Background: an optimization exercise with open tools, aiming at small area. Do not read the settings as production practice.
Where RTL was checked, it was by simulation tests only, not by an equivalence proof against the original.
Function not checked in run 7: the RTL went through the layout flow alone.
Power is estimated from default activity; no workload was simulated.

==> flow/standard.sh <==
#!/bin/bash
# synth_recipe.tcl (not shown) runs the flow's synth.tcl, then flattens the netlist and writes it again
# the make line also repeats each setting of config.mk as NAME=value (left out here)
make -C /OpenROAD-flow-scripts/flow DESIGN_CONFIG=/design/flow/config.mk WORK_HOME=/design/flow/orfs CLKGATE_MAP_FILE= SYNTH_SCRIPT=/design/flow/synth_recipe.tcl "${@:-finish}"
==> flow/constraint.sdc <==
create_clock -name core_clock -period 10.0 [get_ports {CLK}]
set_input_delay 2.0000 -clock core_clock [delete_from_list [all_inputs] [get_ports {CLK}]]
set_output_delay 2.0000 -clock core_clock [all_outputs]
set_load 0.01 [all_outputs]
==> flow/flow/run.sh <==
#!/bin/bash
# The standard layout (standard.sh) with three changes:
#  - synthesis maps logic with ABC's &nf area mapper (flow/abc_nf.script) in
#    place of ORFS's abc_area.script; everything else in synth_recipe.tcl is
#    unchanged (same registers, flatten and renaming);
#  - ports get buf_1 buffers;
#  - CTS inserts no dummy loads and uses clusters of up to 16 sinks.
# Tool logs: orfs/logs/... (one per step) and flow_standard.log here.
set -euo pipefail
W=$PWD
{
  echo 'proc abc {args} {'
  echo '  set i [lsearch $args -script]'
  echo "  if {\$i >= 0} { set args [lreplace \$args [expr {\$i+1}] [expr {\$i+1}] $W/flow/abc_nf.script] }"
  echo '  yosys abc {*}$args'
  echo '}'
  cat "$W/synth_recipe.tcl"
} > "$W/my_synth.tcl"
sed "s#SYNTH_SCRIPT=[^ ]*#SYNTH_SCRIPT=$W/my_synth.tcl #" standard.sh > my_standard.sh
export BUFFER_PORTS_ARGS="-buffer_cell sky130_fd_sc_hd__buf_1"
export CTS_ARGS="-sink_clustering_enable -repair_clock_nets -dont_use_dummy_load -sink_clustering_size 20 -sink_clustering_max_diameter 45 -buf_list sky130_fd_sc_hd__clkbuf_8"
bash my_standard.sh > flow_standard.log 2>&1
==> flow/config.mk <==
export PLATFORM = sky130hd
export DESIGN_NAME = multicycle_datapath
export DESIGN_NICKNAME = multicycle_datapath
export VERILOG_FILES = /design/flow/design.v
export SDC_FILE = /design/flow/constraint.sdc
export NUM_CORES = 4
export LEC_CHECK = 0
export ABC_AREA = 1
export CAP_MARGIN = 20
export CORE_MARGIN = 2
export CORE_UTILIZATION = 74
export SLEW_MARGIN = 20
==> flow/design.v <==
module multicycle_datapath (
    input  logic        CLK,
    input  logic        reset,
    output logic        mem_req,
    output logic        mem_we,
    output logic [31:0] mem_addr,
    output logic [31:0] mem_wdata,
    input  logic [31:0] mem_rdata,
    input  logic        mem_ready,
    output logic [31:0] pc,
    output logic        retire,
    output logic        illegal
);
    localparam logic [3:0] C_ADD = 4'd0, C_SUB = 4'd1, C_AND = 4'd2, C_OR = 4'd3,
                           C_SLT = 4'd4, C_ADDI = 4'd5, C_LW = 4'd6, C_SW = 4'd7,
                           C_BEQ = 4'd8, C_J = 4'd9, C_ILL = 4'd10;
    localparam logic [2:0] S_START = 3'd0, S_FETCH = 3'd1, S_ALIGN = 3'd2, S_P1 = 3'd3,
                           S_P2 = 3'd4, S_MEM = 3'd5, S_WB = 3'd6;
    logic [2:0]        st;
    logic [3:0]        ph;
    logic              clr;
    logic [31:1][31:0] rf;      
    logic [31:0]       pcr;     
    logic [31:0]       xr;      
    logic [31:0]       yr;      
    logic [4:0]        rsel, rtsel;
    logic              sgn;
    logic [3:0]        cls;
    logic              c_alu, c_pc, flag;
    logic [1:0]        prev;
    logic [3:0]        cnt;
    logic              ret_q, ill_q;
    logic [3:0] dcls;
    always_comb begin
        case (mem_rdata[31:26])
            6'h00: case (mem_rdata[5:0])
                6'h20:   dcls = C_ADD;
                6'h22:   dcls = C_SUB;
                6'h24:   dcls = C_AND;
                6'h25:   dcls = C_OR;
                6'h2A:   dcls = C_SLT;
                default: dcls = C_ILL;
            endcase
            6'h08:   dcls = C_ADDI;
            6'h23:   dcls = C_LW;
            6'h2B:   dcls = C_SW;
            6'h04:   dcls = C_BEQ;
            6'h02:   dcls = C_J;
            default: dcls = C_ILL;
        endcase
    end
    logic is_r, is_imm, is_mem;
    assign is_mem = (cls == C_LW) || (cls == C_SW);
    assign is_r   = (cls == C_ADD) || (cls == C_SUB) || (cls == C_AND) || (cls == C_OR) ||
                    (cls == C_SLT);
    assign is_imm = (cls == C_ADDI) || (cls == C_LW) || (cls == C_SW);
    logic [31:0][1:0] heads;
    always_comb begin
        heads[0] = 2'b00;
        for (int r = 1; r < 32; r++) heads[r] = rf[r][1:0];
    end
    logic [1:0] hA, hB, pch, ydig, immd, off2, alu_b_raw, alu_a, alu_b, bb, sum, res, pcinc;
    logic       sub, cin, c1, c2, pcc1, pcc2, pcin;
    assign hA   = heads[rsel];
    assign hB   = heads[rtsel];
    assign pch  = pcr[1:0];
    assign ydig = yr[2*ph +: 2];
    assign immd = ph[3] ? {sgn, sgn} : ydig;
    always_comb begin
        if (ph == 4'd0)         off2 = 2'b00;
        else if (cls == C_J)    off2 = (ph <= 4'd13) ? prev : pch;
        else                    off2 = (ph <= 4'd8)  ? prev : {sgn, sgn};
    end
    assign alu_a     = (st == S_P2) ? pch : hA;
    assign alu_b_raw = (st == S_P2) ? (flag ? off2 : 2'b00) : (is_imm ? immd : hB);
    assign sub       = (st != S_P2) && ((cls == C_SUB) || (cls == C_SLT));
    assign bb        = sub ? ~alu_b_raw : alu_b_raw;
    assign cin       = (ph == 4'd0) ? sub : c_alu;
    assign {c1, sum[0]} = alu_a[0] + bb[0] + cin;
    assign {c2, sum[1]} = alu_a[1] + bb[1] + c1;
    always_comb begin
        case (cls)
            C_AND:   res = alu_a & alu_b_raw;
            C_OR:    res = alu_a | alu_b_raw;
            default: res = sum;
        endcase
    end
    assign alu_b = alu_b_raw;
    assign pcin = (ph == 4'd0) ? 1'b0 : c_pc;
    assign {pcc1, pcinc[0]} = pch[0] + (ph == 4'd1) + pcin;
    assign {pcc2, pcinc[1]} = pch[1] + pcc1;
    logic       pcwe, xwe, ywe, rfwe;
    logic [1:0] pcwd, xwd, rfwd;
    logic [4:0] wsel;
    assign pcwe = clr || (st == S_P1) || ((st == S_P2) && ((cls == C_BEQ) || (cls == C_J)));
    always_comb begin
        if (clr)                 pcwd = 2'b00;
        else if (st == S_P1)     pcwd = pcinc;
        else if (cls == C_J)     pcwd = off2;
        else                     pcwd = sum;
    end
    assign xwe = (st == S_P1) || (st == S_WB) ||
                 ((st == S_P2) && ((cls == C_BEQ) || (cls == C_J)));
    always_comb begin
        if (st == S_WB)                              xwd = pch;
        else if ((st == S_P1) && is_mem)             xwd = sum;
        else if (st == S_P1)                         xwd = pcinc;
        else if (cls == C_J)                         xwd = off2;
        else                                         xwd = sum;
    end
    assign ywe = (st == S_P1) && (cls == C_SW);
    assign rfwe = ((st == S_P1) && ((cls == C_ADD) || (cls == C_SUB) || (cls == C_AND) ||
                                    (cls == C_OR) || (cls == C_ADDI))) ||
                  ((st == S_P2) && (cls == C_SLT)) ||
                  ((st == S_WB) && (cls == C_LW));
    assign wsel = is_r ? yr[15:11] : rtsel;
    always_comb begin
        if (clr)               rfwd = 2'b00;
        else if (st == S_WB)   rfwd = ydig;
        else if (st == S_P2)   rfwd = {1'b0, (ph == 4'd0) && flag};
        else                   rfwd = res;
    end
    always_ff @(posedge CLK) begin
        for (int r = 1; r < 32; r++) begin
            rf[r][29:0]  <= rf[r][31:2];
            rf[r][31:30] <= (clr || (rfwe && (wsel == 5'(r)))) ? rfwd : rf[r][1:0];
        end
        pcr[29:0]  <= pcr[31:2];
        pcr[31:30] <= pcwe ? pcwd : pcr[1:0];
    end
    logic fetch_done, load_done;
    assign fetch_done = (st == S_FETCH) && mem_ready;
    assign load_done  = (st == S_MEM) && mem_ready && (cls == C_LW);
    always_ff @(posedge CLK or negedge reset) begin
        if (!reset) begin
            xr <= '0;
        end else begin
            for (int k = 0; k < 16; k++)
                if (xwe && (ph == 4'(k))) xr[2*k +: 2] <= xwd;
        end
    end
    always_ff @(posedge CLK) begin
        if (fetch_done || load_done) yr <= mem_rdata;
        else
            for (int k = 0; k < 16; k++)
                if (ywe && (ph == 4'(k))) yr[2*k +: 2] <= hB;
        if (fetch_done) begin
            rsel  <= mem_rdata[25:21];
            rtsel <= mem_rdata[20:16];
            sgn   <= mem_rdata[15];
            cls   <= dcls;
        end
        c_alu <= c2;
        c_pc  <= pcc2;
        prev  <= ydig;
        if (st == S_P1) begin
            if (cls == C_BEQ)
                flag <= ((ph == 4'd0) || flag) && (hA == hB);
            else if (ph == 4'd15)
                flag <= (alu_a[1] ^ alu_b[1]) ? alu_a[1] : sum[1];
        end
        if (st == S_WB) cnt <= cnt + 4'd1;
        else            cnt <= 4'd0;
    end
    always_ff @(posedge CLK or negedge reset) begin
        if (!reset) begin
            st    <= S_START;
            ph    <= 4'd0;
            clr   <= 1'b1;
            ret_q <= 1'b0;
            ill_q <= 1'b0;
        end else begin
            ph    <= ph + 4'd1;
            ret_q <= 1'b0;
            ill_q <= 1'b0;
            if (ph == 4'd15) clr <= 1'b0;
            case (st)
                S_START: st <= S_FETCH;
                S_FETCH: if (mem_ready) st <= (ph == 4'd15) ? S_P1 : S_ALIGN;
                S_ALIGN: if (ph == 4'd15) st <= S_P1;
                S_P1: if (ph == 4'd15) begin
                    case (cls)
                        C_SLT:       st <= S_P2;
                        C_BEQ, C_J:  begin st <= S_P2; ret_q <= 1'b1; end
                        C_LW, C_SW:  st <= S_MEM;
                        C_ILL:       begin st <= S_FETCH; ill_q <= 1'b1; end
                        default:     begin st <= S_FETCH; ret_q <= 1'b1; end
                    endcase
                end
                S_P2: if (ph == 4'd15) begin
                    st <= S_FETCH;
                    if (cls == C_SLT) ret_q <= 1'b1;
                end
                S_MEM: if (mem_ready) st <= S_WB;
                S_WB: if (cnt == 4'd15) begin
                    st    <= S_FETCH;
                    ret_q <= 1'b1;
                end
                default: st <= S_FETCH;
            endcase
        end
    end
    assign mem_req   = (st == S_FETCH) || (st == S_MEM);
    assign mem_we    = (st == S_MEM) && (cls == C_SW);
    assign mem_addr  = xr;
    assign mem_wdata = yr;
    assign pc        = xr;
    assign retire    = ret_q;
    assign illegal   = ill_q;
endmodule
==> flow/flow/abc_nf.script <==
strash
&get -n
&st
&dch
&nf -R 1000
&put
topo
==> run_results.csv, run 1 <==
group,metric,value,unit
logic_synthesis,synthTopCellsByCount,"dfxtp_1 (1032), nand2_1 (138), nor2_1 (112)",
timing,slew_viol_final,0,
timing,setup_tns,0,ps
logic_synthesis,synth_seq_cells,1122,
logic_synthesis,synthesis.area,27500,µm²
die,io_pins,135,
placement,portBuffers,134,
logic_synthesis,yosysSeqAreaShare,84.3,%
die,dieArea,38700,µm²
logic_synthesis,synth.most_common_cell,"dfxtp_1",
worst_setup_path,path_cells,"mux4_2, mux4_2, o21ai_0, nand2_1, o21ai_0, o22ai_1, xor2_1, fa_1, clkinv_1, fa_1, mux2i_1, a21oi_1, a21oi_1, or2_0, buf_4, o21ai_0",
timing,rsz0062_at_grt,"false",
worst_hold_path,min_to,"rf[1]$_DFF_P_",
placement,place_area,28400,µm²
worst_hold_path,hold_depth,0,
worst_setup_path,worstPathRequired,10480,ps
pwr,p_sw,2000,µW
worst_setup_path,r2r_slack,5020,ps
timing,clock_skew,107,ps
clocking,clk_latency,670,ps
pwr,leakage,0.0116,µW
die,fp-row-count,70,
clocking,cts.sinks,1122,
detailed_routing,postRouteAntennaNets,0,
detailed_routing,vias,13900,
timing,worst_slew_pin_slew,926,ps
timing,finalCriticalPeriod,4980,ps
finish,nNetsFinal,2018,
clocking,clockRootBuffer,"clkbuf_8",
worst_setup_path,critPathKind,"reg2reg",
flow_run,cap_violations,0,
worst_setup_path,startpoint_type,"flop",
pwr,powerDensity,260,nW/µm²
clocking,cts_resized,0,
outcome,outcome,"finished clean",
pwr,p_int,5660,µW
die,die_w,197,µm
worst_setup_path,cpPeakStageDelay,870,ps
placement,dpl.hpwl,37800,µm
worst_hold_path,hold_start,"rf[3]$_DFF_P_",
worst_setup_path,r2r.worst_path.cells,16,
worst_setup_path,timing.rr.end,"rf[191]$_DFF_P_",
clocking,clk_pin_slew,110,ps
logic_synthesis,netlist.area_leader.share,75.2,%
global_route,grt_use_total,30.6,%
worst_setup_path,r2r-start,"rtsel[1]$_DFFE_PP_",
global_route,grt_pass1_vias,14200,
detailed_routing,wirelength,57900,µm
pwr,netSwitchingFraction,26.1,%
finish,seq_area,23200,µm²
logic_synthesis,synth_edf_count,48,
logic_synthesis,synthCells,1785,
timing,setup_violations,0,
finish,syn2layout_area_growth,7.08,%
logic_synthesis,synth_top_area_cell,"dfxtp_1",
pwr,vdd_drop_max,0.229,mV
worst_setup_path,cp_top_family,"compound AO/OA/AOI/OAI gates",
detailed_routing,drc,0,
detailed_routing,drtPass1Iterations,6,
global_route,grt_start_max_net_pins,43,
pwr,power_frac_comb,11.6,%
finish,n_fill_cell,1711,
finish,drive_above_1_share,6.45,%
finish,fin_area,29400,µm²
timing,max_slew_margin,38.3,%
logic_synthesis,synth-main-ff-cell,"dfxtp_1",
logic_synthesis,async_flop_share,3.74,%
detailed_routing,wire_per_inst,23.7,µm
global_route,grt-ovfl-total,0,
worst_setup_path,cp_max_fo,31,
worst_setup_path,crit_top_cell,"o21ai_0",
die,start_util,75.0,%
logic_synthesis,syn-num-nets,1831,
clocking,cts_tree,"yes",
worst_hold_path,min_path_type,"reg2reg",
global_route,grt_pass1_wl,85600,µm
worst_setup_path,setup.worst_path.end_class,"flop",
clocking,cts-htree-levels,3,
clocking,clockBufferDepth,3,
pwr,p_clk_share,24.7,%
detailed_routing,drt-initial-drc-count,1112,
detailed_routing,via_per_inst,5.67,
die,die_y,197,µm
placement,place.gp.congestion,0.900,
finish,utilization,80.3,%
global_route,antenna_found_initial,2,
worst_setup_path,arrival,5470,ps
logic_synthesis,netlist_top_cells_area,"dfxtp_1 (75%), edfxtp_1 (5.2%), dfrtp_1 (3.7%)",
worst_setup_path,startpoint,"rtsel[1]$_DFFE_PP_",
logic_synthesis,synth.distinct_cells,45,
timing,fin_crit_sh,49.8,%
worst_setup_path,cpMaxStageDelayCell,"edfxtp_1",
clocking,numCtsBuffers,72,
clocking,hold_buffers,0,
die,core-area,36600,µm²
logic_synthesis,yosysWarningCount,1,
clocking,post-cts-setup-buffers,0,
finish,multiInputGateArea,4030,µm²
pwr,power_frac_seq,63.7,%
timing,hold_viol,0,
logic_synthesis,synth.avg_cell_area,15.4,µm²
worst_setup_path,cp_num_buf_inv,2,
timing,clock.fmax,0.201,GHz
[power groups by stage]
stage | clock network (µW) | logic (µW) | registers (µW)
detailed placement | 0 | 865 | 4980
finish | 1890 | 887 | 4880
floorplan | 0 | 528 | 4970
global route | 2060 | 967 | 4900
global placement | 0 | 833 | 4970
CTS | 1920 | 874 | 4880
[flip-flops by register name (all words and copies together) (netlist names), 2 cells and up]
name / flops
prev: 2
cls: 4
pcr: 32
xr: 32
rf: 992
yr: 32
cnt: 4
rtsel: 5
rsel: 5
ph: 4
st: 3
[routing by layer]
metal  vias to the layer above  wire length, µm  global-route usage [%]
met2                       768            28100                    50.8
met1                      6659            22200                    38.4
li1                       6209                -                       -
met5                         -                0                       0
met3                       216             4490                    6.45
met4                         0             3020                    16.1
[how the worst max path moves through the flow]
stage                          to  slack, ps  depth (start not counted)
5_1_grt           rf[191]$_DFF_P_       4610                         16
3_3_place_gp    xr[2]$_DFFE_PN0P_       5070                         15
6_report          rf[191]$_DFF_P_       5020                         16
4_1_cts           rf[191]$_DFF_P_       5030                         17
3_5_place_dp      rf[191]$_DFF_P_       5080                         17
2_1_floorplan  xr[11]$_DFFE_PN0P_       5210                         17
[through the flow]
step	std cells	hold slack, ps	worst slack (ps)	total power, µW
after floorplan	1785	310	5210	5500
after global routing	2438	293	4610	7930
final	2442	288	5020	7660
after CTS	2436	282	5030	7670
after detailed placement	2364	312	5080	5840
after global placement	2363	310	5070	5800
[placed cells by master, fill, tap and decap left out, types with 2 or more instances in the layout]
cell / count
or2_0: 2
buf_2: 3
nand2_1: 138
xor2_1: 4
and2_0: 9
o22ai_1: 5
mux4_2: 40
clkbuf_8: 72
and3_1: 3
buf_1: 133
xnor2_1: 4
nor3_1: 7
dfrtp_1: 41
diode_2: 4
ha_1: 8
a22oi_1: 5
nor3b_1: 2
nand3_1: 13
clkinv_1: 14
a41oi_1: 3
buf_4: 8
o21ai_0: 109
nand2b_1: 8
a21oi_1: 36
nand4_1: 3
o221ai_1: 2
nor2b_1: 17
dfxtp_1: 1032
a21o_1: 33
fa_1: 3
o31ai_1: 3
mux2_1: 18
mux2i_1: 11
edfxtp_1: 48
o211ai_1: 5
nor2_1: 112
[layout make-up]
type / instances / share of cell area (%)
Timing Repair Buffer: 145 / 2.00
Sequential cell: 1122 / 78.7
Multi-Input combinational cell: 617 / 13.7
Tap cell: 468 / 1.99
Antenna cell: 4 / 0.0340
Clock buffer: 72 / 3.37
Inverter: 14 / 0.179
[kinds of logic (layout without fill, tap and decap cells)]
| kind of cell | Yosys count | count (layout) | synth area share (%) |
|---|---|---|---|
| flops | 1122 | 1122 | 84.3 |
| xor+xnor | 8 | 8 | 0.255 |
| mux | 69 | 69 | 4.42 |
| compound gates | 210 | 210 | 4.43 |
| buf+inv | 46 | 231 | 1.07 |
| simple gates | 318 | 318 | 4.91 |
| other cells | 0 | 4 | 0 |
| fa+ha+maj | 12 | 12 | 0.620 |
==> run 2, diff against run 1 <==
--- a/flow/flow/run.sh
+++ b/flow/flow/run.sh
@@ -18,5 +18,5 @@
 } > "$W/my_synth.tcl"
 sed "s#SYNTH_SCRIPT=[^ ]*#SYNTH_SCRIPT=$W/my_synth.tcl #" standard.sh > my_standard.sh
 export BUFFER_PORTS_ARGS="-buffer_cell sky130_fd_sc_hd__buf_1"
-export CTS_ARGS="-sink_clustering_enable -repair_clock_nets -dont_use_dummy_load -sink_clustering_size 20 -sink_clustering_max_diameter 45 -buf_list sky130_fd_sc_hd__clkbuf_8"
+export CTS_ARGS="-sink_clustering_enable -repair_clock_nets -dont_use_dummy_load -sink_clustering_size 16 -sink_clustering_max_diameter 50 -buf_list sky130_fd_sc_hd__clkbuf_8"
 bash my_standard.sh > flow_standard.log 2>&1
==> flow/flow/abc_nf.script (replaced) <==
strash
balance
rewrite
refactor
balance
rewrite
rewrite -z
balance
refactor -z
rewrite -z
balance
&get -n
&st
&dch
&nf -R 1000
&put
topo
--- a/flow/config.mk
+++ b/flow/config.mk
@@ -8,5 +8,5 @@
 export ABC_AREA = 1
 export CAP_MARGIN = 20
 export CORE_MARGIN = 2
-export CORE_UTILIZATION = 74
+export CORE_UTILIZATION = 70
 export SLEW_MARGIN = 20
==> run 2 against run 1 <==
Critical path type unchanged. Global-route usage down 6.3 points. Wire length is 16% lower. Design area is 0.72% higher. First-iteration DRC count fell by 21%. Largest cell class unchanged.
==> run_results.csv, run 2 <==
group,metric,value,unit
clocking,cts_tree,"yes",
logic_synthesis,synth-main-ff-cell,"dfxtp_1",
pwr,vdd_drop_max,0.187,mV
die,core-area,38600,µm²
worst_hold_path,min_path_type,"reg2reg",
timing,max_slew_margin,29.3,%
die,dieArea,40800,µm²
logic_synthesis,synthTopCellsByCount,"dfxtp_1 (1032), nor2_1 (145), nand2_1 (74)",
finish,mostFrequentLayoutCell,"dfxtp_1",
logic_synthesis,synth_top_area_cell,"dfxtp_1",
worst_setup_path,cpMaxStageDelayCell,"edfxtp_1",
placement,place_ws,4180,ps
die,die_w,202,µm
logic_synthesis,synth_seq_cells,1122,
die,start_util,71.0,%
clocking,hold_buffers,0,
worst_setup_path,setup.worst_path.end_class,"flop",
clocking,cts.sinks,1122,
outcome,outcome,"finished clean",
logic_synthesis,yosysSeqAreaShare,84.3,%
timing,finalCriticalPeriod,5060,ps
logic_synthesis,netlist_top_cells_area,"dfxtp_1 (75%), edfxtp_1 (5.3%), dfrtp_1 (3.7%)",
finish,top_register,"rf",
global_route,grt_start_max_net_pins,43,
detailed_routing,postRouteAntennaNets,0,
placement,dpl.hpwl,33500,µm
logic_synthesis,synth.most_common_cell,"dfxtp_1",
clocking,post-cts-setup-buffers,0,
logic_synthesis,synthCells,1782,
worst_setup_path,startpoint_type,"flop",
timing,hold_viol,0,
worst_setup_path,critPathKind,"reg2reg",
finish,largest_reg_flops,992,
die,die_y,202,µm
worst_setup_path,arrival,5510,ps
detailed_routing,drc,0,
pwr,leakage,0.0117,µW
worst_setup_path,cpPeakStageDelay,600,ps
placement,place.gp.congestion,0.891,
clocking,clockRootBuffer,"clkbuf_8",
logic_synthesis,async_flop_share,3.74,%
finish,syn2layout_area_growth,7.91,%
logic_synthesis,syn-num-nets,1828,
timing,setup_tns,0,ps
logic_synthesis,synth_edf_count,48,
clocking,clockBufferDepth,3,
detailed_routing,wire_per_inst,19.5,µm
logic_synthesis,netlist.area_leader.share,75.3,%
detailed_routing,drt-initial-drc-count,878,
die,fp-row-count,72,
timing,fin_crit_sh,50.6,%
logic_synthesis,yosysWarningCount,1,
logic_synthesis,synth.distinct_cells,48,
clocking,numCtsBuffers,83,
global_route,grt-ovfl-total,0,
global_route,antenna_found_initial,0,
finish,nNetsFinal,2026,
timing,clock_skew,96.4,ps
clocking,cts-htree-levels,3,
flow_run,cap_violations,0,
detailed_routing,drtPass1Iterations,5,
clocking,cts_resized,0,
clocking,clk_pin_slew,90,ps
global_route,grt_pass1_wl,74400,µm
worst_setup_path,crit_top_cell,"o21ai_0",
clocking,clk_latency,650,ps
timing,rsz0062_at_grt,"false",
finish,drive_above_1_share,6.67,%
logic_synthesis,synth.avg_cell_area,15.4,µm²
global_route,grt_pass1_vias,13000,
pwr,powerDensity,267,nW/µm²
worst_setup_path,path_cells,"buf_8, mux4_2, o21ai_0, o32ai_1, a21oi_1, a221o_1, o21ai_0, xor2_1, fa_1, clkinv_1, fa_1, o21ai_0, o21ai_0, nor2_1, nor3_1, a21oi_2, o21ai_0",
detailed_routing,wirelength,48800,µm
timing,setup_violations,0,
worst_setup_path,worstPathRequired,10450,ps
timing,clock.fmax,0.198,GHz
die,io_pins,135,
timing,worst_slew_pin_slew,1060,ps
timing,worst_slack,4940,ps
placement,portBuffers,134,
detailed_routing,vias,13300,
logic_synthesis,synthesis.area,27500,µm²
global_route,grt_use_total,24.3,%
detailed_routing,via_per_inst,5.32,
timing,slew_viol_final,0,
worst_setup_path,cp_max_fo,16,
finish,utilization,76.7,%
finish,final_cell_mix,"dfxtp_1 (1032), nor2_1 (144), buf_1 (133)",
## run 2: cell count changes in the layout (fill, tap and decap cells not counted), sizes merged, moves of 8 or more
| cell | previous run | this run |
|---|---|---|
| nand2 | 138 | 74 |
| a22o | 1 | 63 |
| o21ai | 110 | 67 |
| nor2 | 112 | 145 |
| a21oi | 36 | 58 |
| mux2 | 18 | 1 |
| clkbuf | 72 | 83 |
| mux4 | 40 | 32 |
| nand3 | 13 | 21 |
## run 2: power by group
group | total, µW | internal, µW | switching, µW
Clock | 1960 | 745 | 1210
Combinational | 1060 | 338 | 720
Sequential | 4900 | 4730 | 177
## run 2: cell type report
class	count	area (µm²)
flip-flops and latches	1122	23200
fillers	2087	9020
multi-input cells	608	4010
clock buffers	83	1140
well taps	518	648
repair buffers	145	592
inverters	20	75.1
diodes	1	2.50
## run 2: stage by stage
stage / area, µm² / cells / hold slack, ps / total power [µW]
after floorplan: 27500 / 1782 / 310 / 5640
after global placement: 28500 / 2411 / 310 / 6020
after detailed placement: 28500 / 2412 / 312 / 6040
after CTS: 29600 / 2495 / 243 / 7950
after global routing: 29600 / 2496 / 235 / 8240
final: 29600 / 2497 / 240 / 7920
## run 2: worst paths after layout
check / depth (start not counted) / slack (ps) / from / endpoint
min in group asynchronous: 1 / 1500 / reset / st[1]$_DFFE_PN0P_
worst min register to register: 0 / 240 / pcr[27]$_DFF_P_ / pcr[25]$_DFF_P_
worst max-delay path: 17 / 4940 / rtsel[0]$_DFFE_PP_ / xr[3]$_DFFE_PN0P_
worst max register to register: 17 / 4940 / rtsel[0]$_DFFE_PP_ / xr[3]$_DFFE_PN0P_
max in group asynchronous: 1 / 7810 / reset / st[2]$_DFFE_PN0P_
worst min-delay path: 0 / 240 / pcr[27]$_DFF_P_ / pcr[25]$_DFF_P_
## run 2: per-layer routing
layer  global-route usage [%]  part of all wire [%]  up-vias
met3                     5.22                   6.3       95
met2                     36.1                    44      470
li1                         -                     -     6296
met4                     8.04                   2.4        0
met1                     36.2                    47     6411
met5                        0                     0        -
## run 2: critical path: cells and delay by family, from the launching register on
family / cells / cell delay, ps
AOI/OAI and AO/OA: 9 / 2190
xor gates and xnor gates: 1 / 190
adders and majority gates: 2 / 850
buffers and inverters: 2 / 310
DFF: 1 / 600
muxes: 1 / 510
and+or+nand+nor: 2 / 210
## run 2: cells by family (layout without fill, tap and decap cells)
logic type | Yosys count | after routing | share of synthesized area [%]
mux | 38 | 38 | 2.85
xor+xnor | 6 | 6 | 0.191
buf+inv | 52 | 248 | 1.15
flops | 1122 | 1122 | 84.3
compound gates | 265 | 265 | 6.43
fa+ha+maj | 11 | 11 | 0.583
simple gates | 288 | 288 | 4.46
other cells | 0 | 1 | 0
==> run 3, diff against run 2 <==
==> flow/flow/abc_nf.script (replaced) <==
strash
&get -n
&st
&dch
&nf -R 1000
&put
topo
==> run 3 against run 2 <==
Still clean on timing, DRC and antenna. Maximum frequency is 3.9% higher. Hold slack better by 71 ps. Sequential share of layout area hardly changed. Non-clock buffer count is 1 lower. Die area hardly changed. Sequential power hardly changed. Critical path type unchanged. Highest routed layer unchanged.
==> run_results.csv, run 3 <==
group,metric,value,unit
timing,rsz0062_at_grt,"false",
clocking,clockBufferDepth,3,
timing,slew_viol_final,0,
global_route,grt-ovfl-total,0,
logic_synthesis,yosysSeqAreaShare,84.3,%
timing,worst_slack,5130,ps
die,core-area,38600,µm²
clocking,hold_buffers,0,
logic_synthesis,synthTopCellsByCount,"dfxtp_1 (1032), nand2_1 (138), nor2_1 (112)",
flow_run,cap_violations,0,
timing,fin_crit_sh,48.7,%
timing,worst_slew_pin_slew,838,ps
pwr,powerDensity,260,nW/µm²
die,fp-row-count,72,
logic_synthesis,async_flop_share,3.74,%
die,die_y,202,µm
logic_synthesis,syn-num-nets,1831,
clocking,cts-htree-levels,3,
placement,portBuffers,134,
detailed_routing,postRouteAntennaNets,0,
detailed_routing,drtPass1Iterations,5,
global_route,grt_pass1_vias,13400,
clocking,cts_resized,0,
clocking,numCtsBuffers,82,
finish,n_fill_cell,2071,
worst_setup_path,arrival,5370,ps
worst_setup_path,cp_max_fo,19,
detailed_routing,wirelength,49600,µm
pwr,p_total,7690,µW
worst_hold_path,min_path_type,"reg2reg",
die,die_w,202,µm
global_route,grt_start_max_net_pins,43,
detailed_routing,drt-initial-drc-count,903,
clocking,clockRootBuffer,"clkbuf_8",
worst_setup_path,startpoint_type,"flop",
logic_synthesis,synth_top_area_cell,"dfxtp_1",
logic_synthesis,synth_seq_cells,1122,
logic_synthesis,synth-main-ff-cell,"dfxtp_1",
logic_synthesis,synthCells,1785,
die,dieArea,40800,µm²
worst_setup_path,setup.worst_path.end_class,"flop",
clocking,post-cts-setup-buffers,0,
logic_synthesis,netlist.area_leader.share,75.2,%
pwr,leakage,0.0116,µW
clocking,cts.sinks,1122,
detailed_routing,vias,13200,
global_route,antenna_found_initial,3,
worst_setup_path,worstPathRequired,10500,ps
finish,nNetsFinal,2027,
placement,dpl.hpwl,34200,µm
timing,finalCriticalPeriod,4870,ps
pwr,vdd_drop_max,0.201,mV
global_route,grt_pass1_wl,75600,µm
finish,syn2layout_area_growth,7.84,%
logic_synthesis,synthesis.area,27500,µm²
finish,largest_reg_flops,992,
detailed_routing,via_per_inst,5.29,
timing,setup_tns,0,ps
clocking,clk_pin_slew,90,ps
timing,clock_skew,73.3,ps
detailed_routing,wire_per_inst,19.9,µm
finish,mostFrequentLayoutCell,"dfxtp_1",
global_route,grt_use_total,24.9,%
timing,clock.fmax,0.205,GHz
clocking,cts_tree,"yes",
placement,place_ws,4730,ps
finish,drive_above_1_share,6.92,%
logic_synthesis,yosysWarningCount,1,
finish,final_cell_mix,"dfxtp_1 (1032), nand2_1 (138), buf_1 (133)",
timing,hold_viol,0,
logic_synthesis,synth.most_common_cell,"dfxtp_1",
outcome,outcome,"finished clean",
logic_synthesis,netlist_top_cells_area,"dfxtp_1 (75%), edfxtp_1 (5.2%), dfrtp_1 (3.7%)",
worst_setup_path,critPathKind,"reg2reg",
detailed_routing,drc,0,
die,start_util,71.1,%
logic_synthesis,synth.distinct_cells,45,
timing,setup_violations,0,
logic_synthesis,synth.avg_cell_area,15.4,µm²
die,io_pins,135,
logic_synthesis,synth_edf_count,48,
clocking,clk_latency,660,ps
placement,place.gp.congestion,0.941,
finish,top_register,"rf",
timing,max_slew_margin,44.1,%
-- run 3: changes by cell type after synthesis, moves of 7 or more --
cell      before  now
a21oi_1       58   36
nand2b_1      15    8
a22o_1        63    1
nor2_1       145  112
nand2_1       74  138
mux4_2        32   40
o21ai_0       67  110
nor2b_1       10   17
mux2_1         1   18
nand3_1       21   13
-- run 3: layer usage --
metal	GRT usage, %	part of all wire (%)
met3	3.98	5.7
met2	40.8	48
met5	0	0
met4	12.1	4.1
met1	32.8	42
-- run 3: final cells by class --
| type | instances | area (µm²) | share of cell area, % |
|---|---|---|---|
| Sequential cell | 1122 | 23200 | 78.2 |
| Multi-Input combinational cell | 617 | 4040 | 13.6 |
| Clock buffer | 82 | 1130 | 3.81 |
| Tap cell | 518 | 648 | 2.19 |
| Timing Repair Buffer | 144 | 599 | 2.02 |
| Inverter | 14 | 52.6 | 0.177 |
| Antenna cell | 1 | 2.50 | 0.00845 |
-- run 3: kinds of logic after synthesis --
kind of cell	Yosys count	synth area share (%)
DFF	1122	84.3
and+or+nand+nor	318	4.91
AOI/OAI and AO/OA	210	4.43
muxes	69	4.42
buffers and inverters	46	1.07
adders and majority gates	12	0.620
xor gates and xnor gates	8	0.255
-- run 3: worst paths after layout --
path                                          from                  to  slack [ps]  cells past startpoint
worst max register to register  rtsel[1]$_DFFE_PP_  xr[27]$_DFFE_PN0P_        5130                     18
worst max-delay path            rtsel[1]$_DFFE_PP_  xr[27]$_DFFE_PN0P_        5130                     18
max in group asynchronous                    reset     clr$_DFFE_PN1P_        8250                      2
min in group asynchronous                    reset  xr[23]$_DFFE_PN0P_        1250                      1
worst min register to register     rf[866]$_DFF_P_     rf[864]$_DFF_P_         310                      0
worst min-delay path               rf[866]$_DFF_P_     rf[864]$_DFF_P_         310                      0
-- run 3: where the power goes --
group / internal [µW] / total, µW / switching (µW)
sequential: 4720 / 4870 / 147
clock: 737 / 1960 / 1220
combinational: 283 / 865 / 582
-- run 3: worst max-delay path, cell delays in order (launching register included) --
cell,delay (ps)
edfxtp_1,900
mux4_2,420
mux4_2,500
o21ai_0,360
nand2_1,90
o21ai_0,90
o22ai_1,140
xor2_1,190
fa_1,370
clkinv_1,70
fa_1,470
nand2_1,90
o211ai_1,70
o21ai_0,130
nand2_1,80
o211ai_1,90
o21ai_0,130
buf_4,220
mux2_1,310
-- run 3: per-stage QoR --
stage / area (µm²) / std cells / utilization [%] / hold slack (ps)
finish: 29600 / 2498 / 76.6 / 311
global route: 29600 / 2497 / 76.6 / 320
CTS: 29600 / 2495 / 76.5 / 312
detailed placement: 28400 / 2413 / 73.6 / 312
global placement: 28400 / 2412 / 73.6 / 310
floorplan: 27500 / 1785 / - / 310
==> run 4, diff against run 3 <==
==> flow/flow/abc_nf.script (replaced) <==
strash
&get -n
&st
&dch -f
&nf -a -R 1000
&put
topo
--- a/flow/config.mk
+++ b/flow/config.mk
@@ -8,5 +8,5 @@
 export ABC_AREA = 1
 export CAP_MARGIN = 20
 export CORE_MARGIN = 2
-export CORE_UTILIZATION = 70
+export CORE_UTILIZATION = 74
 export SLEW_MARGIN = 20
==> run 4 against run 3 <==
Still clean. Clock power about the same. Hold slack got worse by 24 ps. Clock-buffer cell count unchanged. Clock skew shrank 20 ps. Critical endpoint is now xr[19]$_DFFE_PN0P_. Highest routed layer is now met5.
==> run_results.csv, run 4 <==
group,metric,value,unit
outcome,outcome,"finished clean",
pwr,leakage,0.0116,µW
timing,clock.fmax,0.208,GHz
pwr,power_frac_comb,8.8,%
finish,largest_reg_flops,992,
pwr,power_frac_seq,64.4,%
logic_synthesis,synth_seq_cells,1122,
logic_synthesis,synthCells,1790,
logic_synthesis,yosysWarningCount,1,
die,die_w,196,µm
worst_hold_path,min_to,"rf[817]$_DFF_P_",
die,io_pins,135,
timing,worst_slew_pin_slew,1010,ps
pwr,vdd_drop_max,0.196,mV
logic_synthesis,async_flop_share,3.74,%
pwr,p_int,5590,µW
logic_synthesis,synth-main-ff-cell,"dfxtp_1",
global_route,grt_use_total,27.6,%
clocking,clockBufferDepth,3,
detailed_routing,drc,0,
clocking,post-cts-setup-buffers,0,
worst_setup_path,r2r_slack,5190,ps
die,start_util,75.1,%
timing,clock_skew,53.5,ps
clocking,cts-htree-levels,3,
logic_synthesis,yosysSeqAreaShare,84.5,%
detailed_routing,drt-initial-drc-count,1035,
worst_hold_path,hold_depth,0,
worst_setup_path,critPathKind,"reg2reg",
finish,nNetsFinal,2033,
clocking,clockRootBuffer,"clkbuf_8",
global_route,grt_pass1_wl,78700,µm
worst_hold_path,min_path_type,"reg2reg",
clocking,cts.sinks,1122,
logic_synthesis,synth.distinct_cells,45,
timing,setup_tns,0,ps
worst_setup_path,cp_num_buf_inv,3,
global_route,grt_pass1_vias,13900,
finish,final_cell_mix,"dfxtp_1 (1032), nand2_1 (142), buf_1 (133)",
detailed_routing,via_per_inst,5.49,
placement,portBuffers,134,
die,die_y,196,µm
worst_setup_path,worstPathRequired,10480,ps
timing,rsz0062_at_grt,"false",
finish,instances_no_fill,2454,
logic_synthesis,syn-num-nets,1836,
logic_synthesis,synth.avg_cell_area,15.3,µm²
clocking,cts_tree,"yes",
finish,mostFrequentLayoutCell,"dfxtp_1",
timing,finalCriticalPeriod,4810,ps
finish,top_register,"rf",
clocking,cts_resized,0,
placement,dp_cells,2369,
worst_hold_path,hold_start,"rf[819]$_DFF_P_",
timing,slew_viol_final,0,
worst_setup_path,cp_max_fo,16,
detailed_routing,drtPass1Iterations,5,
global_route,grt-ovfl-total,0,
clocking,numCtsBuffers,82,
worst_setup_path,arrival,5290,ps
placement,dpl.hpwl,35100,µm
logic_synthesis,synthesis.area,27400,µm²
worst_setup_path,startpoint_type,"flop",
timing,hold_viol,0,
clocking,hold_buffers,0,
worst_setup_path,cpMaxStageDelayCell,"edfxtp_1",
finish,drive_above_1_share,7.10,%
finish,syn2layout_area_growth,7.62,%
pwr,powerDensity,251,nW/µm²
worst_setup_path,crit_top_cell,"o21ai_0",
clocking,clk_latency,660,ps
die,dieArea,38600,µm²
pwr,p_clk_share,26.8,%
pwr,p_sw,1810,µW
worst_setup_path,r2r-start,"rtsel[0]$_DFFE_PP_",
timing,fin_crit_sh,48.1,%
logic_synthesis,synthTopCellsByCount,"dfxtp_1 (1032), nand2_1 (142), nor2_1 (121)",
timing,max_slew_margin,32.7,%
global_route,antenna_found_initial,6,
logic_synthesis,netlist_top_cells_area,"dfxtp_1 (75%), edfxtp_1 (5.3%), dfrtp_1 (3.7%)",
logic_synthesis,netlist.area_leader.share,75.4,%
logic_synthesis,synth_edf_count,48,
clocking,clk_pin_slew,90,ps
logic_synthesis,synth.most_common_cell,"dfxtp_1",
worst_setup_path,cpPeakStageDelay,670,ps
worst_setup_path,r2r.worst_path.cells,18,
worst_setup_path,path_cells,"buf_8, mux4_2, mux4_2, mux2i_1, nand2_1, o21ai_0, o22a_1, xnor2_1, fa_1, clkinv_1, fa_1, o21ai_0, o21ai_0, mux2i_1, nor2_1, a21oi_1, buf_4, a21oi_1",
timing,hold-worst-slack,287,ps
timing,setup_violations,0,
global_route,grt_start_max_net_pins,43,
worst_setup_path,timing.rr.end,"xr[19]$_DFFE_PN0P_",
detailed_routing,postRouteAntennaNets,0,
pwr,netSwitchingFraction,24.4,%
flow_run,cap_violations,0,
worst_setup_path,setup.worst_path.end_class,"flop",
finish,n_fill_cell,1741,
die,fp-row-count,70,
detailed_routing,wire_per_inst,21.2,µm
die,core-area,36500,µm²
logic_synthesis,synth_top_area_cell,"dfxtp_1",
detailed_routing,wirelength,52100,µm
placement,place.gp.congestion,0.892,
worst_setup_path,cp_top_family,"multiplexers",
detailed_routing,vias,13500,
run 4: cell count changes after synthesis, sizes merged, moves of 4 or more:
cell    previous run  this run
a21oi             36        46
mux2              18         3
nor2             112       121
nand2b             8         4
nor2b             17        12
nand2            138       142
mux4              40        44
nand3             13        21
run 4: through the flow:
| stage | power [µW] | util [%] | cell area, µm² | worst slack, ps |
|---|---|---|---|---|
| after floorplan | 5240 | - | 27400 | 5230 |
| after CTS | 7400 | 80.7 | 29500 | 4910 |
| after global placement | 5460 | 77.6 | 28300 | 4970 |
| after global routing | 7630 | 80.8 | 29500 | 4760 |
| after detailed placement | 5490 | 77.6 | 28300 | 4940 |
| final | 7390 | 80.8 | 29500 | 5190 |
run 4: worst reg2reg max path: cells and delay by family, from the launching register on:
kind | cells | cell delay (ps)
AO/OA/AOI/OAI | 6 | 840
XOR/XNOR | 1 | 80
adder cells (fa/ha/maj) | 2 | 850
buffers and inverters | 3 | 560
flip-flops | 1 | 670
multiplexers | 4 | 1520
AND/OR/NAND/NOR | 2 | 140
run 4: cell type report:
type | count | area (µm²) | area share, %
antenna | 1 | 2.50 | 0.00848
clock buffer | 82 | 1130 | 3.82
inverter | 14 | 52.6 | 0.178
multi-input combinational | 622 | 3980 | 13.5
sequential | 1122 | 23200 | 78.5
tap | 468 | 586 | 1.98
timing repair buffer | 145 | 604 | 2.05
run 4: routing by layer:
| metal | share of wire [%] | vias to the layer above | GRT usage [%] |
|---|---|---|---|
| li1 | - | 6236 | - |
| met4 | 3.9 | 8 | 13.0 |
| met1 | 42 | 6545 | 36.7 |
| met3 | 6.3 | 163 | 5.72 |
| met5 | 0.088 | - | 0 |
| met2 | 48 | 532 | 44.2 |
run 4: how the worst max path moves through the flow:
stage	start	end	slack (ps)	cells past startpoint
4_1_cts	rtsel[0]$_DFFE_PP_	xr[19]$_DFFE_PN0P_	4910	17
3_5_place_dp	rtsel[0]$_DFFE_PP_	xr[23]$_DFFE_PN0P_	4940	17
6_report	rtsel[0]$_DFFE_PP_	xr[19]$_DFFE_PN0P_	5190	18
3_3_place_gp	rtsel[0]$_DFFE_PP_	xr[11]$_DFFE_PN0P_	4970	17
5_1_grt	ph[0]$_DFF_PN0_	xr[19]$_DFFE_PN0P_	4760	18
2_1_floorplan	rtsel[0]$_DFFE_PP_	xr[1]$_DFFE_PN0P_	5230	16
run 4: power groups by stage:
stage / clock network [µW] / registers, µW / logic (µW)
6_report: 1980 / 4760 / 651
3_5_place_dp: 0 / 4870 / 622
3_3_place_gp: 0 / 4860 / 600
5_1_grt: 2160 / 4770 / 698
4_1_cts: 2010 / 4760 / 628
2_1_floorplan: 0 / 4850 / 381
run 4: kinds of logic (layout without fill, tap and decap cells):
logic type	Yosys count	in the layout	share of synthesized area, %
and+or+nand+nor	332	332	5.07
buffers and inverters	46	241	1.07
other	0	1	0
xor gates and xnor gates	7	7	0.224
muxes	59	59	4.18
DFF	1122	1122	84.5
adders and majority gates	11	11	0.584
AOI/OAI and AO/OA	213	213	4.43
==> run 5, diff against run 4 <==
--- a/flow/config.mk
+++ b/flow/config.mk
@@ -8,5 +8,5 @@
 export ABC_AREA = 1
 export CAP_MARGIN = 20
 export CORE_MARGIN = 2
-export CORE_UTILIZATION = 74
+export CORE_UTILIZATION = 70
 export SLEW_MARGIN = 20
==> run 5 against run 4 <==
Still clean. Combinational power fell by 4.0%. Register-to-register slack about the same. Global-route usage down 3.3 points. Power down 0.82%.
==> run_results.csv, run 5 <==
group,metric,value,unit
worst_setup_path,cp_num_buf_inv,3,
logic_synthesis,synth.most_common_cell,"dfxtp_1",
timing,clock.fmax,0.208,GHz
finish,mostFrequentLayoutCell,"dfxtp_1",
clocking,numCtsBuffers,81,
die,fp-row-count,72,
timing,finalCriticalPeriod,4810,ps
detailed_routing,vias,13100,
outcome,outcome,"finished clean",
placement,dpl.hpwl,33700,µm
detailed_routing,via_per_inst,5.22,
logic_synthesis,yosysSeqAreaShare,84.5,%
worst_setup_path,path_cells,"buf_6, mux4_2, mux4_2, mux2i_1, nand2_1, o21ai_0, o22a_1, xnor2_1, fa_1, clkinv_1, fa_1, o21ai_0, o21ai_0, mux2i_1, nor2_1, a21oi_1, buf_4, a21oi_1",
global_route,grt_pass1_vias,13200,
placement,place.gp.congestion,0.912,
detailed_routing,postRouteAntennaNets,0,
finish,utilization,76.5,%
clocking,clockRootBuffer,"clkbuf_8",
worst_setup_path,startpoint_type,"flop",
logic_synthesis,yosysWarningCount,1,
timing,rsz0062_at_grt,"false",
worst_setup_path,cp_max_fo,16,
worst_setup_path,arrival,5320,ps
clocking,clk_latency,650,ps
timing,slew_viol_final,0,
clocking,cts.sinks,1122,
die,io_pins,135,
clocking,cts-htree-levels,3,
clocking,clockBufferDepth,3,
global_route,grt_pass1_wl,74200,µm
finish,largest_reg_flops,992,
logic_synthesis,synth_edf_count,48,
detailed_routing,wire_per_inst,19.5,µm
worst_setup_path,setup.worst_path.end_class,"flop",
timing,hold_viol,0,
global_route,grt_use_total,24.3,%
pwr,netSwitchingFraction,24.0,%
detailed_routing,drt-initial-drc-count,804,
finish,n_fill_cell,2142,
timing,setup_violations,0,
worst_setup_path,r2r.worst_path.cells,18,
pwr,power_frac_seq,64.9,%
worst_setup_path,cp.depth,18,
die,start_util,70.9,%
logic_synthesis,netlist_top_cells_area,"dfxtp_1 (75%), edfxtp_1 (5.3%), dfrtp_1 (3.7%)",
pwr,vdd_drop_max,0.180,mV
global_route,grt_start_max_net_pins,43,
worst_hold_path,hold_depth,0,
finish,top_register,"rf",
worst_hold_path,min_path_type,"reg2reg",
timing,fin_crit_sh,48.1,%
logic_synthesis,synth-main-ff-cell,"dfxtp_1",
pwr,leakage,0.0116,µW
worst_setup_path,worstPathRequired,10500,ps
worst_setup_path,critPathKind,"reg2reg",
detailed_routing,wirelength,48700,µm
timing,clock_skew,44.1,ps
die,dieArea,40800,µm²
logic_synthesis,async_flop_share,3.74,%
worst_setup_path,crit_top_cell,"o21ai_0",
clocking,hold_buffers,0,
logic_synthesis,synth.avg_cell_area,15.3,µm²
finish,syn2layout_area_growth,7.79,%
logic_synthesis,synth_seq_cells,1122,
logic_synthesis,synth.distinct_cells,45,
finish,nNetsFinal,2031,
placement,portBuffers,134,
global_route,grt-ovfl-total,0,
logic_synthesis,synthTopCellsByCount,"dfxtp_1 (1032), nand2_1 (142), nor2_1 (121)",
logic_synthesis,synth_top_area_cell,"dfxtp_1",
clocking,post-cts-setup-buffers,0,
clocking,cts_tree,"yes",
logic_synthesis,syn-num-nets,1836,
placement,place_ws,4910,ps
pwr,p_clk_share,26.6,%
finish,drive_above_1_share,7.01,%
die,die_w,202,µm
finish,final_cell_mix,"dfxtp_1 (1032), nand2_1 (142), buf_1 (133)",
worst_setup_path,cpMaxStageDelayCell,"edfxtp_1",
pwr,powerDensity,248,nW/µm²
logic_synthesis,synthCells,1790,
detailed_routing,drc,0,
die,core-area,38600,µm²
pwr,p_sw,1760,µW
global_route,antenna_found_initial,0,
pwr,p_int,5580,µW
worst_setup_path,cpPeakStageDelay,600,ps
timing,max_slew_margin,25.1,%
logic_synthesis,netlist.area_leader.share,75.4,%
detailed_routing,drtPass1Iterations,8,
timing,worst_slew_pin_slew,1120,ps
clocking,clk_pin_slew,110,ps
pwr,power_frac_comb,8.5,%
logic_synthesis,synthesis.area,27400,µm²
die,die_y,202,µm
timing,worst_slack,5190,ps
clocking,cts_resized,0,
timing,setup_tns,0,ps
flow_run,cap_violations,0,
worst_setup_path,cp_top_family,"multiplexers",
-- run 5: path summary, 6_finish.rpt --
check,to,start,slack [ps]
worst min-delay path,rf[792]$_DFF_P_,rf[794]$_DFF_P_,310
worst min register to register,rf[792]$_DFF_P_,rf[794]$_DFF_P_,310
worst max register to register,xr[23]$_DFFE_PN0P_,rtsel[0]$_DFFE_PP_,5190
worst max-delay path,xr[23]$_DFFE_PN0P_,rtsel[0]$_DFFE_PP_,5190
max in group asynchronous,xr[19]$_DFFE_PN0P_,reset,8210
min in group asynchronous,xr[5]$_DFFE_PN0P_,reset,1370
-- run 5: power by group through the flow --
stage                     Sequential, µW  Combinational [µW]  Clock [µW]
after detailed placement            4870                 608           0
after global placement              4860                 598           0
after CTS                           4760                 610        2000
after global routing                4770                 681        2140
after floorplan                     4850                 381           0
final                               4760                 625        1950
-- run 5: through the flow --
| stage | power, µW | hold WS, ps | instance area [µm²] | instances |
|---|---|---|---|---|
| 6_report | 7330 | 311 | 29600 | 2503 |
| 5_1_grt | 7600 | 314 | 29500 | 2501 |
| 4_1_cts | 7370 | 303 | 29500 | 2499 |
| 3_5_place_dp | 5470 | 312 | 28400 | 2418 |
| 3_3_place_gp | 5460 | 310 | 28400 | 2418 |
| 2_1_floorplan | 5240 | 310 | 27400 | 1790 |
-- run 5: area by class of cell --
class                           instances  area (µm²)  area share (%)
Clock buffer                           81        1110            3.77
Multi-Input combinational cell        622        3990            13.5
Inverter                               14        52.6           0.178
Sequential cell                      1122       23200            78.3
Timing Repair Buffer                  144         593            2.01
Antenna cell                            2        5.00          0.0169
Tap cell                              518         648            2.19
-- run 5: kinds of logic (layout without fill, tap and decap cells) --
logic type,count (synthesis),in the layout,share of synthesized area [%]
xor+xnor,7,7,0.224
other cells,0,2,0
flops,1122,1122,84.5
compound gates,213,213,4.43
fa+ha+maj,11,11,0.584
mux,59,59,4.18
simple gates,332,332,5.07
buf+inv,46,239,1.07
-- run 5: layer usage --
metal	track usage [%]	share of wire, %	up-vias	wire [µm]
met3	3.87	4.1	123	1980
met5	0	0	-	0
met4	11.1	4.0	0	1960
met1	34.2	46	6354	22300
met2	37.9	46	338	22500
li1	-	-	6254	-
==> run 6, diff against run 5 <==
--- a/flow/config.mk
+++ b/flow/config.mk
@@ -6,7 +6,7 @@
 export NUM_CORES = 4
 export LEC_CHECK = 0
 export ABC_AREA = 1
-export CAP_MARGIN = 20
+export CAP_MARGIN = 0
 export CORE_MARGIN = 2
 export CORE_UTILIZATION = 70
-export SLEW_MARGIN = 20
+export SLEW_MARGIN = 0
==> run 6 against run 5 <==
Critical endpoint is now rf[895]$_DFF_P_. Hold slack improved by 0.76 ps. Still clean. Clock-buffer cell count is the same. Largest cell class unchanged. Highest routed layer unchanged. Wire length rose by 0.24%. Core utilization down 0.074 points.
==> run_results.csv, run 6 <==
group,metric,value,unit
worst_setup_path,worstPathRequired,10490,ps
placement,dp_cells,2418,
clocking,numCtsBuffers,81,
clocking,cts_tree,"yes",
timing,slew_viol_final,0,
finish,drive_above_1_share,6.92,%
worst_hold_path,hold_start,"rf[794]$_DFF_P_",
global_route,grt_pass1_wl,74200,µm
logic_synthesis,synthesis.area,27400,µm²
timing,clock.fmax,0.197,GHz
worst_hold_path,hold_depth,0,
worst_setup_path,arrival,5570,ps
detailed_routing,drtPass1Iterations,5,
logic_synthesis,netlist_top_cells_area,"dfxtp_1 (75%), edfxtp_1 (5.3%), dfrtp_1 (3.7%)",
detailed_routing,drt-met1-wl,22200,µm
die,die_y,202,µm
detailed_routing,wirelength,48800,µm
timing,hold-worst-slack,312,ps
logic_synthesis,synth.avg_cell_area,15.3,µm²
finish,nNetsFinal,2029,
worst_setup_path,setup.worst_path.end_class,"flop",
placement,place_ws,4910,ps
timing,rsz0062_at_grt,"false",
logic_synthesis,synth_seq_cells,1122,
timing,worst_slack,4920,ps
worst_setup_path,r2r.worst_path.cells,16,
timing,setup_violations,0,
die,die_w,202,µm
detailed_routing,postRouteAntennaNets,0,
global_route,grt_use_total,24.3,%
worst_hold_path,min_to,"rf[792]$_DFF_P_",
worst_setup_path,critPathKind,"reg2reg",
global_route,antenna_found_initial,0,
global_route,grt-ovfl-total,0,
pwr,leakage,0.0116,µW
detailed_routing,via_per_inst,5.22,
detailed_routing,wl_met3,2070,µm
logic_synthesis,syn-num-nets,1836,
clocking,clk_latency,650,ps
timing,fin_crit_sh,50.8,%
detailed_routing,drc,0,
timing,setup_tns,0,ps
clocking,hold_buffers,0,
clocking,clockRootBuffer,"clkbuf_8",
worst_setup_path,cp_max_fo,31,
timing,clock_skew,47.0,ps
logic_synthesis,async_flop_share,3.74,%
finish,mostFrequentLayoutCell,"dfxtp_1",
finish,syn2layout_area_growth,7.69,%
outcome,outcome,"finished clean",
finish,top_register,"rf",
clocking,clockBufferDepth,3,
die,core-area,38600,µm²
logic_synthesis,yosysWarningCount,1,
logic_synthesis,synth.most_common_cell,"dfxtp_1",
detailed_routing,top_layer_used,"met4",
logic_synthesis,netlist.area_leader.share,75.4,%
global_route,grt_start_max_net_pins,43,
pwr,p_total,7330,µW
die,fp-row-count,72,
die,io_pins,135,
logic_synthesis,synth_edf_count,48,
detailed_routing,drt-initial-drc-count,780,
worst_hold_path,min_path_type,"reg2reg",
timing,hold_viol,0,
clocking,cts_resized,0,
global_route,grt_pass1_vias,13200,
timing,worst_slew_pin_slew,1170,ps
die,dieArea,40800,µm²
worst_setup_path,startpoint_type,"flop",
pwr,vdd_drop_max,0.180,mV
flow_run,cap_violations,0,
detailed_routing,vias,13100,
logic_synthesis,synth_top_area_cell,"dfxtp_1",
logic_synthesis,synth.distinct_cells,45,
finish,largest_reg_flops,992,
placement,place.gp.congestion,0.912,
clocking,cts-htree-levels,3,
detailed_routing,wire_per_inst,19.5,µm
placement,dpl.hpwl,33700,µm
clocking,clk_pin_slew,110,ps
detailed_routing,met2_wirelength,22600,µm
finish,instances_no_fill,2501,
placement,portBuffers,134,
logic_synthesis,yosysSeqAreaShare,84.5,%
clocking,cts.sinks,1122,
logic_synthesis,synthTopCellsByCount,"dfxtp_1 (1032), nand2_1 (142), nor2_1 (121)",
timing,finalCriticalPeriod,5080,ps
clocking,post-cts-setup-buffers,0,
logic_synthesis,synthCells,1790,
pwr,powerDensity,248,nW/µm²
timing,max_slew_margin,22.3,%
worst_setup_path,r2r_slack,4920,ps
worst_setup_path,timing.rr.end,"rf[895]$_DFF_P_",
logic_synthesis,synth-main-ff-cell,"dfxtp_1",
finish,final_cell_mix,"dfxtp_1 (1032), nand2_1 (142), buf_1 (133)",
die,start_util,70.9,%
worst_setup_path,r2r-start,"rtsel[0]$_DFFE_PP_",
-- run 6: cell counts after synthesis --
No cell type changed its count.
-- run 6: through the flow --
| step | cell area (µm²) | util [%] |
|---|---|---|
| finish | 29500 | 76.4 |
| global route | 29500 | 76.4 |
| CTS | 29500 | 76.4 |
| detailed placement | 28400 | 73.5 |
| global placement | 28400 | 73.5 |
| floorplan | 27400 | - |
-- run 6: how the worst max path moves through the flow --
stage,startpoint,to,cells after the start
2_1_floorplan,rtsel[0]$_DFFE_PP_,xr[1]$_DFFE_PN0P_,16
3_3_place_gp,rtsel[0]$_DFFE_PP_,xr[13]$_DFFE_PN0P_,17
3_5_place_dp,rtsel[0]$_DFFE_PP_,xr[23]$_DFFE_PN0P_,17
4_1_cts,rtsel[0]$_DFFE_PP_,rf[895]$_DFF_P_,16
5_1_grt,rtsel[0]$_DFFE_PP_,xr[19]$_DFFE_PN0P_,17
6_report,rtsel[0]$_DFFE_PP_,rf[895]$_DFF_P_,16
-- run 6: area by class of cell --
| type | instances | area (µm²) |
|---|---|---|
| sequential | 1122 | 23200 |
| clock buffer | 81 | 1110 |
| multi-input combinational | 622 | 3990 |
| antenna | 2 | 5.00 |
| tap | 518 | 648 |
| fill | 2143 | 9120 |
| inverter | 14 | 52.6 |
| timing repair buffer | 142 | 564 |
-- run 6: cells by family after synthesis --
family          count (synthesis)  share of synthesized area [%]
flops                        1122                           84.5
simple gates                  332                           5.07
xor+xnor                        7                          0.224
fa+ha+maj                      11                          0.584
mux                            59                           4.18
buf+inv                        46                           1.07
compound gates                213                           4.43
-- run 6: critical path: stages, from the launching register on --
cell and delay [ps]:
edfxtp_1 1050, mux4_2 610, mux4_2 510, mux2i_1 350
nand2_1 90, o21ai_0 100, o22a_1 200, xnor2_1 80
fa_1 370, clkinv_1 70, fa_1 480, nand2_1 90
o211ai_1 80, a22oi_1 130, or2_0 160, buf_4 330
o21ai_0 180
-- run 6: power breakdown --
part           internal [µW]  switching, µW  total (µW)
clock                    729           1220        1950
combinational            203            411         614
sequential              4640            124        4760
-- run 6: per-layer routing --
| layer | up-vias | GRT usage, % |
|---|---|---|
| met5 | - | 0 |
| met4 | 0 | 11.1 |
| met3 | 125 | 3.87 |
| met2 | 341 | 37.9 |
| met1 | 6347 | 34.2 |
| li1 | 6239 | - |
==> run 7, diff against run 6 <==
--- a/flow/design.v
+++ b/flow/design.v
@@ -24,7 +24,6 @@
     logic [31:0]       xr;      
     logic [31:0]       yr;      
     logic [4:0]        rsel, rtsel;
-    logic              sgn;
     logic [3:0]        cls;
     logic              c_alu, c_pc, flag;
     logic [1:0]        prev;
@@ -65,11 +64,11 @@
     assign hB   = heads[rtsel];
     assign pch  = pcr[1:0];
     assign ydig = yr[2*ph +: 2];
-    assign immd = ph[3] ? {sgn, sgn} : ydig;
+    assign immd = ph[3] ? {prev[1], prev[1]} : ydig;
     always_comb begin
         if (ph == 4'd0)         off2 = 2'b00;
         else if (cls == C_J)    off2 = (ph <= 4'd13) ? prev : pch;
-        else                    off2 = (ph <= 4'd8)  ? prev : {sgn, sgn};
+        else                    off2 = prev;
     end
     assign alu_a     = (st == S_P2) ? pch : hA;
     assign alu_b_raw = (st == S_P2) ? (flag ? off2 : 2'b00) : (is_imm ? immd : hB);
@@ -147,12 +146,11 @@
         if (fetch_done) begin
             rsel  <= mem_rdata[25:21];
             rtsel <= mem_rdata[20:16];
-            sgn   <= mem_rdata[15];
             cls   <= dcls;
         end
         c_alu <= c2;
         c_pc  <= pcc2;
-        prev  <= ydig;
+        prev  <= (cls == C_J) ? ydig : immd;
         if (st == S_P1) begin
             if (cls == C_BEQ)
                 flag <= ((ph == 4'd0) || flag) && (hA == hB);
==> run 7 against run 6 <==
Still clean. Design area is 0.22% higher. Combinational power is 12% higher. Synthesized area is 0.18% higher. Non-clock buffer count stayed put. Clock-buffer cell count is 2 higher. Clock skew is 31 ps higher. Highest routed layer unchanged.
==> run_results.csv, run 7 <==
group,metric,value,unit
logic_synthesis,yosysWarningCount,1,
detailed_routing,drc,0,
finish,drive_above_1_share,7.03,%
detailed_routing,via_per_inst,5.22,
logic_synthesis,syn-num-nets,1802,
timing,max_slew_margin,29.2,%
global_route,antenna_found_initial,0,
timing,hold-worst-slack,264,ps
clocking,cts.sinks,1121,
global_route,grt_start_max_net_pins,43,
clocking,clk_pin_slew,90,ps
finish,multiInputGateArea,4060,µm²
pwr,vdd_drop_max,0.176,mV
timing,fin_crit_sh,48.3,%
finish,instances_no_fill,2467,
finish,syn2layout_area_growth,7.73,%
timing,finalCriticalPeriod,4830,ps
logic_synthesis,synth-main-ff-cell,"dfxtp_1",
detailed_routing,vias,12900,
worst_setup_path,cpMaxStageDelayCell,"edfxtp_1",
worst_setup_path,worstPathRequired,10490,ps
timing,clock.fmax,0.207,GHz
worst_setup_path,startpoint,"rtsel[1]$_DFFE_PP_",
logic_synthesis,yosys.area_share.xor_xnor,0.255,%
placement,place_area,28400,µm²
finish,seq_area,23100,µm²
worst_setup_path,r2r.worst_path.cells,15,
detailed_routing,wirelength,47500,µm
worst_setup_path,r2r_slack,5170,ps
die,fp-row-count,72,
worst_hold_path,min_path_type,"reg2reg",
logic_synthesis,netlist.area_leader.share,75.2,%
logic_synthesis,netlist_top_cells_area,"dfxtp_1 (75%), edfxtp_1 (5.1%), dfrtp_1 (3.7%)",
die,core-area,38600,µm²
die,start_util,71.1,%
placement,portBuffers,134,
timing,rsz0062_at_grt,"false",
flow_run,cap_violations,0,
clocking,numCtsBuffers,83,
logic_synthesis,async_flop_share,3.75,%
finish,nNetsFinal,1997,
detailed_routing,drt-initial-drc-count,830,
clocking,cts_resized,0,
worst_setup_path,cp_max_fo,19,
logic_synthesis,synthesis.area,27500,µm²
global_route,grt_use_total,23.9,%
timing,hold_viol,0,
timing,clock_skew,77.6,ps
logic_synthesis,synthCells,1756,
worst_setup_path,startpoint_type,"flop",
placement,place.gp.congestion,0.921,
detailed_routing,drtPass1Iterations,8,
logic_synthesis,yosysSeqAreaShare,84.2,%
logic_synthesis,synth_edf_count,47,
placement,dp_cells,2384,
pwr,leakage,0.0117,µW
detailed_routing,postRouteAntennaNets,0,
finish,fin_area,29600,µm²
clocking,clockBufferDepth,3,
worst_setup_path,crit_top_cell,"o21ai_0",
worst_setup_path,path_cells,"mux4_2, mux4_2, o21ai_0, mux2i_1, a22oi_1, xnor2_1, fa_1, clkinv_1, fa_1, o21ai_0, o21ai_0, mux2i_1, o21ai_0, buf_4, mux2_1",
worst_setup_path,endpoint,"xr[13]$_DFFE_PN0P_",
die,die_y,202,µm
logic_synthesis,synth_top_area_cell,"dfxtp_1",
logic_synthesis,synth.avg_cell_area,15.6,µm²
logic_synthesis,synth_top_family_by_area,"multiplexers",
detailed_routing,wire_per_inst,19.3,µm
logic_synthesis,synth.distinct_cells,44,
logic_synthesis,synth_simple_gate_area_share,4.70,%
timing,setup_tns,0,ps
timing,setup_violations,0,
pwr,powerDensity,253,nW/µm²
worst_setup_path,setup.worst_path.end_class,"flop",
finish,mostFrequentLayoutCell,"dfxtp_1",
logic_synthesis,synth.most_common_cell,"dfxtp_1",
clocking,clk_latency,660,ps
die,io_pins,135,
clocking,cts-htree-levels,3,
placement,dpl.hpwl,33100,µm
clocking,hold_buffers,0,
worst_setup_path,critPathKind,"reg2reg",
finish,final_cell_mix,"dfxtp_1 (1032), buf_1 (133), nand2_1 (132)",
finish,n_fill_cell,2127,
global_route,grt-ovfl-total,0,
worst_setup_path,r2r-start,"rtsel[1]$_DFFE_PP_",
outcome,outcome,"finished clean",
worst_setup_path,cpPeakStageDelay,890,ps
clocking,cts_tree,"yes",
finish,largest_reg_flops,992,
finish,top_register,"rf",
global_route,grt_pass1_vias,13000,
worst_setup_path,arrival,5320,ps
pwr,p_total,7470,µW
logic_synthesis,synth_compound_area_share,3.80,%
worst_setup_path,timing.rr.end,"xr[13]$_DFFE_PN0P_",
logic_synthesis,synth_fa_ha_area_share,0.583,%
global_route,grt_pass1_wl,72900,µm
die,dieArea,40800,µm²
die,die_w,202,µm
logic_synthesis,synth_mux_area_share,5.42,%
clocking,clockRootBuffer,"clkbuf_8",
timing,worst_slew_pin_slew,1060,ps
timing,slew_viol_final,0,
finish,diodes,0,
logic_synthesis,synth_seq_cells,1121,
clocking,post-cts-setup-buffers,0,
logic_synthesis,synthTopCellsByCount,"dfxtp_1 (1032), nand2_1 (132), o21ai_0 (103)",
==> run 7: cell count changes after synthesis, sizes merged, moves of 3 or more <==
| cell | delta |
|---|---|
| and2 | +3 |
| nand2b | +4 |
| nand3 | -3 |
| mux2i | +5 |
| nor2 | -30 |
| and3 | +3 |
| a21oi | -26 |
| o21ai | -7 |
| xnor2 | +3 |
| mux2 | +30 |
| nand2 | -10 |
==> run 7: per-layer routing <==
metal  wire, µm  vias up  global-route usage [%]
met1      20700     6200                    32.2
met3       2550      122                    4.60
met4       2000        0                    10.8
met2      22300      427                    38.2
met5          0        -                       0
li1           -     6135                       -
==> run 7: logic make-up after synthesis <==
family                     Yosys count
DFF                               1121
and+or+nand+nor                    300
AOI/OAI and AO/OA                  179
muxes                               92
buffers and inverters               45
adders and majority gates           11
xor gates and xnor gates             8
==> run 7: how the worst min path moves through the flow <==
stage / start / to / slack, ps / cells past startpoint
after floorplan: pcr[2]$_DFF_P_ / pcr[0]$_DFF_P_ / 310 / 0
after global placement: rf[912]$_DFF_P_ / rf[910]$_DFF_P_ / 310 / 0
after detailed placement: rf[110]$_DFF_P_ / rf[108]$_DFF_P_ / 310 / 0
after CTS: rf[102]$_DFF_P_ / rf[100]$_DFF_P_ / 270 / 0
after global routing: rf[112]$_DFF_P_ / rf[110]$_DFF_P_ / 270 / 0
final: rf[112]$_DFF_P_ / rf[110]$_DFF_P_ / 260 / 0
==> run 7: layout make-up <==
| type | instances | share of cell area [%] |
|---|---|---|
| clock buffer | 83 | 3.86 |
| inverter | 13 | 0.165 |
| multi-input combinational | 590 | 13.7 |
| sequential | 1121 | 78.2 |
| tap | 518 | 2.19 |
| timing repair buffer | 142 | 1.91 |
==> run 7: power breakdown <==
| part | switching, µW | leakage (µW) | total, µW | internal [µW] |
|---|---|---|---|---|
| clock network | 1210 | 0.000597 | 1960 | 745 |
| logic | 447 | 0.00180 | 686 | 240 |
| registers | 139 | 0.00931 | 4830 | 4690 |
==> run 7: metrics by stage <==
stage / util (%) / setup slack, ps
final: 76.6 / 5170
after global routing: 76.6 / 4720
after CTS: 76.6 / 5160
after detailed placement: 73.6 / 5200
after global placement: 73.6 / 5270
after floorplan: - / 5180
==> run 7: critical path: cells and delay by family (launching register included) <==
| kind | cells | cell delay, ps |
|---|---|---|
| muxes | 5 | 1500 |
| AOI/OAI and AO/OA | 5 | 1010 |
| DFF | 1 | 890 |
| adders and majority gates | 2 | 860 |
| buffers and inverters | 2 | 280 |
| xor gates and xnor gates | 1 | 120 |

[port drivers added, routing unchanged]
No port has a modelled driver above. Below, the same layouts with a new extraction and two added sets of constraints. Step 1 sets driving cells, clkbuf_16 on the clock port and buf_2 on the other inputs (assumed; they add their load-dependent delay and slew). Step 2 moves the port delays by t, midway between the first and last clock arrival at a register: inputs arrive t later, outputs are due t later. That takes back most of the time a late clock gives input paths. Slacks: ideal / step 1 / step 2; pairs: ideal / step 1.
run	t (ns)	setup WS [ns]	hold slack, ns	worst register clock-pin slew, ns	worst slew at a driven data input, ns
run 1	0.665	5.017 / 5.017 / 5.017	0.288 / 0.288 / 0.288	0.12 / 0.12	0.06
run 2	0.658	4.941 / 4.941 / 4.941	0.240 / 0.240 / 0.240	0.10 / 0.10	0.05
run 3	0.679	5.129 / 5.129 / 5.129	0.311 / 0.311 / 0.311	0.10 / 0.10	0.06
run 4	0.682	5.189 / 5.189 / 5.189	0.287 / 0.287 / 0.287	0.11 / 0.11	0.05
run 5	0.680	5.188 / 5.188 / 5.188	0.311 / 0.311 / 0.311	0.11 / 0.11	0.05
run 6	0.677	4.924 / 4.924 / 4.924	0.312 / 0.312 / 0.312	0.11 / 0.11	0.05
run 7	0.668	5.166 / 5.166 / 5.166	0.264 / 0.264 / 0.264	0.10 / 0.10	0.07
After both steps setup and hold are still met in every run listed.
